This is an optimization exercise on Yosys and OpenROAD, whose aim is a short achievable clock period and few clock cycles, not a production implementation. RTL that was checked went through simulation tests only; none was proved equivalent to the original.

Setup of exp/sierra:
## acc_top
module acc_top #(
  parameter int ADDR_WIDTH = acc_pkg::ADDR_WIDTH_DEF,
  parameter int CNT_WIDTH  = acc_pkg::CNT_WIDTH_DEF
) (
  input  logic                  ap_clk,
  input  logic                  ap_rst_n,
  input  logic                  ap_start,
  output logic                  ap_idle,
  output logic                  ap_ready,
  output logic                  ap_done,
  input  logic [ADDR_WIDTH-1:0] ifm_addr_base,
  input  logic [ADDR_WIDTH-1:0] wgt_addr_base,
  input  logic [ADDR_WIDTH-1:0] ofm_addr_base,
  input  logic [CNT_WIDTH-1:0]  cfg_ci,
  input  logic [CNT_WIDTH-1:0]  cfg_co,
  output logic                  ifm_rd_req,
  output logic [ADDR_WIDTH-1:0] ifm_rd_addr,
  input  logic                  ifm_rd_valid,
  input  acc_pkg::word_t        ifm_rd_data,
  output logic                  wgt_rd_req,
  output logic [ADDR_WIDTH-1:0] wgt_rd_addr,
  input  logic                  wgt_rd_valid,
  input  acc_pkg::word_t        wgt_rd_data,
  output logic                  ofm_wr_req,
  output logic [ADDR_WIDTH-1:0] ofm_wr_addr,
  output acc_pkg::word_t        ofm_wr_data,
  input  logic                  ofm_wr_ack
);
  localparam int CW    = CNT_WIDTH;
  localparam int IDEP  = 32;             
  localparam int IPW   = $clog2(IDEP);
  localparam int WDEP  = 8;              
  localparam int WPW   = $clog2(WDEP);
  localparam int RDEP  = 8;              
  localparam int RPW   = $clog2(RDEP);
  logic            busy_q;
  logic            lastw_q;              
  logic [CW-1:0]   ci_q, co_q;
  logic            cached_q;             
  logic [ADDR_WIDTH-1:0] ifm_base_q;
  ...
For scale: about 2000 flip-flops, roughly 91000 um^2 of cells after synthesis.
Settings: LEC_CHECK=0, ABC_CLOCK_PERIOD_IN_PS=5000, CAP_MARGIN=20, CORE_MARGIN=2, CORE_UTILIZATION=40, SETUP_SLACK_MARGIN=5, SLEW_MARGIN=20; clock period 12.5 ns.
run.sh (not shown) runs the stock make flow with config.mk's settings and CLKGATE_MAP_FILE= SYNTH_SCRIPT=/design/flow/synth_recipe.tcl, a recipe that flattens the netlist after the stock synthesis.
exp/sierra has completed all stages; timing, DRC and antenna checks passed.
## Diff of input files: exp/juniper against exp/sierra
- clearing SETUP_SLACK_MARGIN, which used to be 5
- clearing ABC_CLOCK_PERIOD_IN_PS, which used to be 5000
==> flow/flow/run.sh (new file) <==
#!/bin/bash
set -euo pipefail
MARGIN=${MARGIN:-7}
bash standard.sh SETUP_SLACK_MARGIN=$MARGIN ABC_CLOCK_PERIOD_IN_PS=5000 finish > standard.log 2>&1
==> flow/standard.sh (new file) <==
#!/bin/bash
# synth_recipe.tcl (not shown) runs the flow's synth.tcl, then flattens the netlist and writes it again
# the make line also repeats each setting of config.mk as NAME=value (left out here)
make -C /OpenROAD-flow-scripts/flow DESIGN_CONFIG=/design/flow/config.mk WORK_HOME=/design/flow/orfs CLKGATE_MAP_FILE= SYNTH_SCRIPT=/design/flow/synth_recipe.tcl "${@:-finish}"
removed: flow/run.sh
==> comparison <==
- The share of the core filled with cells in the final layout in exp/juniper was higher than what exp/sierra gave.
The following lists how exp/amber was set up differently from exp/juniper:
==> flow/run.sh (new file) <==
#!/bin/bash
# synth_recipe.tcl (not shown) runs the flow's synth.tcl, then flattens the netlist and writes it again
# the make line also repeats each setting of config.mk as NAME=value (left out here)
make -C /OpenROAD-flow-scripts/flow DESIGN_CONFIG=/design/flow/config.mk WORK_HOME=/design/flow/orfs CLKGATE_MAP_FILE= SYNTH_SCRIPT=/design/flow/synth_recipe.tcl finish
removed: flow/flow/run.sh
removed: flow/standard.sh
==> summary.txt <==
Every stage of the flow completed for exp/amber, and the final layout passed the timing, DRC and antenna checks. [compare] base=exp/juniper new=exp/amber: layout inverter count without the clock tree down 0.88%; number of standard cells in the final layout excluding fillers down about 0.9%; multi-input logic cell count flat. exp/amber ended up with clkdlybuf4s50_1 as its slowest cell on the critical path; exp/juniper ended up with fa_1.
No run of this note included a check of the RTL's function; only the layout flow was run.


xenon:
Another version of the RTL of acc_top (not shown whole).
Size in the first run: ~5700 cells after synthesis, about 2000 flip-flops, ~0.091 mm² of cells after synthesis.
export LEC_CHECK = 0
export CAP_MARGIN = 20
export CORE_MARGIN = 2
export CORE_UTILIZATION = 40
export SLEW_MARGIN = 20
create_clock -name core_clock -period 12.5 [get_ports {ap_clk}]
standard.sh (not shown) runs the stock make flow with config.mk's settings and CLKGATE_MAP_FILE= SYNTH_SCRIPT=/design/flow/synth_recipe.tcl, a recipe that flattens the netlist after the stock synthesis.
==> flow/flow/run.sh <==
#!/bin/bash
set -euo pipefail
MARGIN=${MARGIN:-7}
bash standard.sh SETUP_SLACK_MARGIN=$MARGIN ABC_CLOCK_PERIOD_IN_PS=5000 finish > standard.log 2>&1
Testbench counts of xenon, summed over its fixed seeds: cycles 49,003.
[inputs] tundra vs xenon
--- a/flow/flow/run.sh
+++ b/flow/flow/run.sh
@@ -3 +3 @@
-MARGIN=${MARGIN:-7}
+MARGIN=${MARGIN:-7.6}
Notes after the runs:
Area growth from synthesis to layout ends up lower on xenon.
The fraction of the cycle the final worst path needs number comes out lower for tundra vs xenon.
Summary of tundra over xenon: maximum frequency saw an increase; max-capacitance violation count about even; cell area after placement closely matched the old numbers; wire length reported by the detailed router went up 2.0%.
Critical path's slowest cell: a21oi_4 -> xenon, a21o_4 -> tundra


epsilon:
acc_top, a different RTL version from the one above (not shown whole).
Size: roughly 6200 cells after synthesis, ~320 I/O pins, roughly 99000 um2 of cells after synthesis.
export LEC_CHECK = 0
export CAP_MARGIN = 20
export CORE_MARGIN = 2
export CORE_UTILIZATION = 40
export SLEW_MARGIN = 20
create_clock -name core_clock -period 12.5 [get_ports {ap_clk}]
==> flow/flow/run.sh <==
#!/bin/bash
set -euo pipefail
HERE=$(pwd)
MARGIN=7.6
RES=$HERE/orfs/results/$FLOW_PLATFORM/acc_top/base
bash standard.sh synth > synth.log 2>&1
python3 flow/patch_req.py $RES/1_2_yosys.v > patch.log 2>&1
rm -f $RES/1_synth.odb $RES/1_synth.sdc
bash standard.sh SETUP_SLACK_MARGIN=$MARGIN finish > standard.log 2>&1
==> flow/flow/patch_req.py <==
#!/usr/bin/env python3
"""Give each handshake output port that is a two-level function of an input
port a private copy of that function, and keep the input's other loads behind
an inverter pair, so the input-to-output path drives only its own gates.

  wgt_rd_req = (wgt_rd_valid & w_go_q) | w_kick_q   -> nand2 -> nand2b
  ifm_rd_req = (ifm_rd_valid & i_go_q) | i_kick_q   -> nand2 -> nand2b
  ofm_wr_req = (ofm_wr_ack   & o_go_q) | o_kick_q   -> nand2 -> nand2b
  ap_ready   = ap_start & ap_idle (idle_q)          -> and2
(nand2b: Y = A_N | !B.)  The cells synthesis made keep driving the design's own
loads on renamed nets.  Every net keeps its function; registers are untouched.

usage: patch_req.py NETLIST.v  (edited in place)
"""
import re
import sys

REQS = [  # output port, input port, go register net, kick register net
    ("wgt_rd_req", "wgt_rd_valid", "w_go_q", "w_kick_q"),
    ("ifm_rd_req", "ifm_rd_valid", "i_go_q", "i_kick_q"),
    ("ofm_wr_req", "ofm_wr_ack", "o_go_q", "o_kick_q"),
]
AND_PORT = ("ap_ready", "ap_start", "ap_idle")

path = sys.argv[1]
text = open(path).read()
m = re.search(r"\nmodule acc_top\(.*?\nendmodule", text, re.S)
mod = m.group(0)
lines = mod.split("\n")

def pat(net):
    return re.compile(r"\(\s*" + re.escape(net) + r"\s*\)")

def check(net):
    if not pat(net).search(mod):
        sys.exit(f"patch_req: net {net} not found")
    if any(re.match(r"\s*assign\b", ln) and re.search(r"\b" + re.escape(net) + r"\b", ln)
           for ln in lines):
        sys.exit(f"patch_req: {net} appears in an assign")

def move_all(net, new):
    """Every pin connected to net is connected to new instead."""
    p = pat(net)
    hits = 0
    for i, ln in enumerate(lines):
        if re.match(r"\s*\.\w+\s*\(", ln) and p.search(ln):
            lines[i] = p.sub("(" + new + ")", ln)
            hits += 1
    if hits == 0:
        sys.exit(f"patch_req: no pin connects to {net}")

cells, wires = [], []
def cell(kind, name, **pins):
    body = ",\n".join(f"    .{k}({v})" for k, v in pins.items())
    cells.append(f"  sky130_fd_sc_hd__{kind} {name} (\n{body}\n  );")

def isolate_input(inp):
    """Loads of input port inp move behind an inverter pair."""
    check(inp)
    move_all(inp, inp + "_int")
    wires.extend([inp + "_int", inp + "_n"])
    cell("inv_1", inp + "_ia", A=inp, Y=inp + "_n")
    cell("inv_1", inp + "_ib", A=inp + "_n", Y=inp + "_int")

for port, resp, go, kick in REQS:
    for n in (port, go, kick):
        check(n)
    move_all(port, port + "_int")
    wires.extend([port + "_int", port + "_nand"])
    isolate_input(resp)
    cell("nand2_1", port + "_pa", A=resp, B=go, Y=port + "_nand")
    cell("nand2b_1", port + "_pb", A_N=kick, B=port + "_nand", Y=port)

port, inp, reg = AND_PORT
check(port); check(reg)
move_all(port, port + "_int")
wires.append(port + "_int")
isolate_input(inp)
cell("and2_1", port + "_pa", A=inp, B=reg, X=port)

mod2 = "\n".join(lines)
hdr_end = mod2.index(";") + 1
mod2 = mod2[:hdr_end] + "".join(f"\n  wire {w};" for w in wires) + mod2[hdr_end:]
mod2 = mod2[: mod2.rindex("endmodule")] + "\n".join(cells) + "\nendmodule"
text = text[: m.start()] + mod2 + text[m.end():]
open(path, "w").write(text)
print("patch_req: patched", ", ".join([p[0] for p in REQS] + [AND_PORT[0]]))
epsilon: flow completed, timing, DRC and antenna clean
Testbench counts of epsilon, summed over its fixed seeds: cycles 48,750.
Modified inputs, gamma compared to epsilon
diff --git a/flow/flow/patch_req.py b/flow/flow/patch_req.py
--- a/flow/flow/patch_req.py
+++ b/flow/flow/patch_req.py
@@ -7,5 +7,5 @@
   ifm_rd_req = (ifm_rd_valid & i_go_q) | i_kick_q   -> nand2 -> nand2b
   ofm_wr_req = (ofm_wr_ack   & o_go_q) | o_kick_q   -> nand2 -> nand2b
-  ap_ready   = ap_start & ap_idle (idle_q)          -> and2
+  ap_ready   = ap_start & ap_idle (idle_q)          -> nand2 -> inv
 (nand2b: Y = A_N | !B.)  The cells synthesis made keep driving the design's own
 loads on renamed nets.  Every net keeps its function; registers are untouched.
@@ -75,7 +75,8 @@
 check(port); check(reg)
 move_all(port, port + "_int")
-wires.append(port + "_int")
+wires.extend([port + "_int", port + "_nand"])
 isolate_input(inp)
-cell("and2_1", port + "_pa", A=inp, B=reg, X=port)
+cell("nand2_1", port + "_pa", A=inp, B=reg, Y=port + "_nand")
+cell("inv_1", port + "_pb", A=port + "_nand", Y=port)
 
 mod2 = "\n".join(lines)
## What came out
gamma reached the final stage; the timing, DRC and antenna checks on its layout passed. Sort gamma and epsilon by final worst slack, ascending, and gamma comes first. ~same floorplan die area in gamma and epsilon. Between gamma and epsilon, the difference in fraction of standard cell area that is sequential is negligible. On combined area of all synthesized cells, gamma and epsilon are neck and neck. Summary of gamma over epsilon: critical path depth shows no meaningful change, number of flip-flops and latches shows no meaningful change.

## port drivers added, routing unchanged
The flow's constraints put no driver on any port. The routed layouts listed below were extracted and timed again, unchanged, in two steps.
Step 1 (the two cells are an assumption about what drives the block):
set clk [get_ports {ap_clk}]
set_driving_cell -lib_cell sky130_fd_sc_hd__clkbuf_16 $clk
set_driving_cell -lib_cell sky130_fd_sc_hd__buf_2 [delete_from_list [all_inputs] $clk]
Step 2 adds t to the input delays and takes it off the output delays; t is the mean of the earliest and latest rising clock arrival at the registers after step 1. Input paths then give back, and output paths get back, about the clock's delay inside the block.
Three values: no drivers, after step 1, after step 2; two values: the first two.
| run | t, ns | slack for setup (ns) | latest minus earliest clock arrival (ns) | worst register clock-pin slew, ns |
|---|---|---|---|---|
| exp/sierra | 0.930 | 5.124 / 5.011 / 5.011 | 0.049 / 0.049 | 0.07 / 0.07 |
| exp/juniper | 0.915 | 6.642 / 6.642 / 6.642 | 0.104 / 0.103 | 0.07 / 0.07 |
| exp/amber | 0.930 | 4.791 / 4.666 / 4.666 | 0.045 / 0.045 | 0.07 / 0.07 |
| xenon | 0.917 | 6.985 / 6.914 / 6.914 | 0.050 / 0.050 | 0.07 / 0.07 |
| tundra | 0.936 | 7.048 / 6.926 / 6.926 | 0.067 / 0.067 | 0.07 / 0.07 |
| epsilon | 0.974 | 7.159 / 7.076 / 6.631 | 0.117 / 0.117 | 0.07 / 0.07 |
| gamma | 0.959 | 7.156 / 7.069 / 6.647 | 0.102 / 0.102 | 0.07 / 0.07 |
After both steps setup and hold are still met in every run listed. The setup slack of epsilon, which loses most, moves by -0.083 ns with the drivers and by -0.528 ns with both steps.
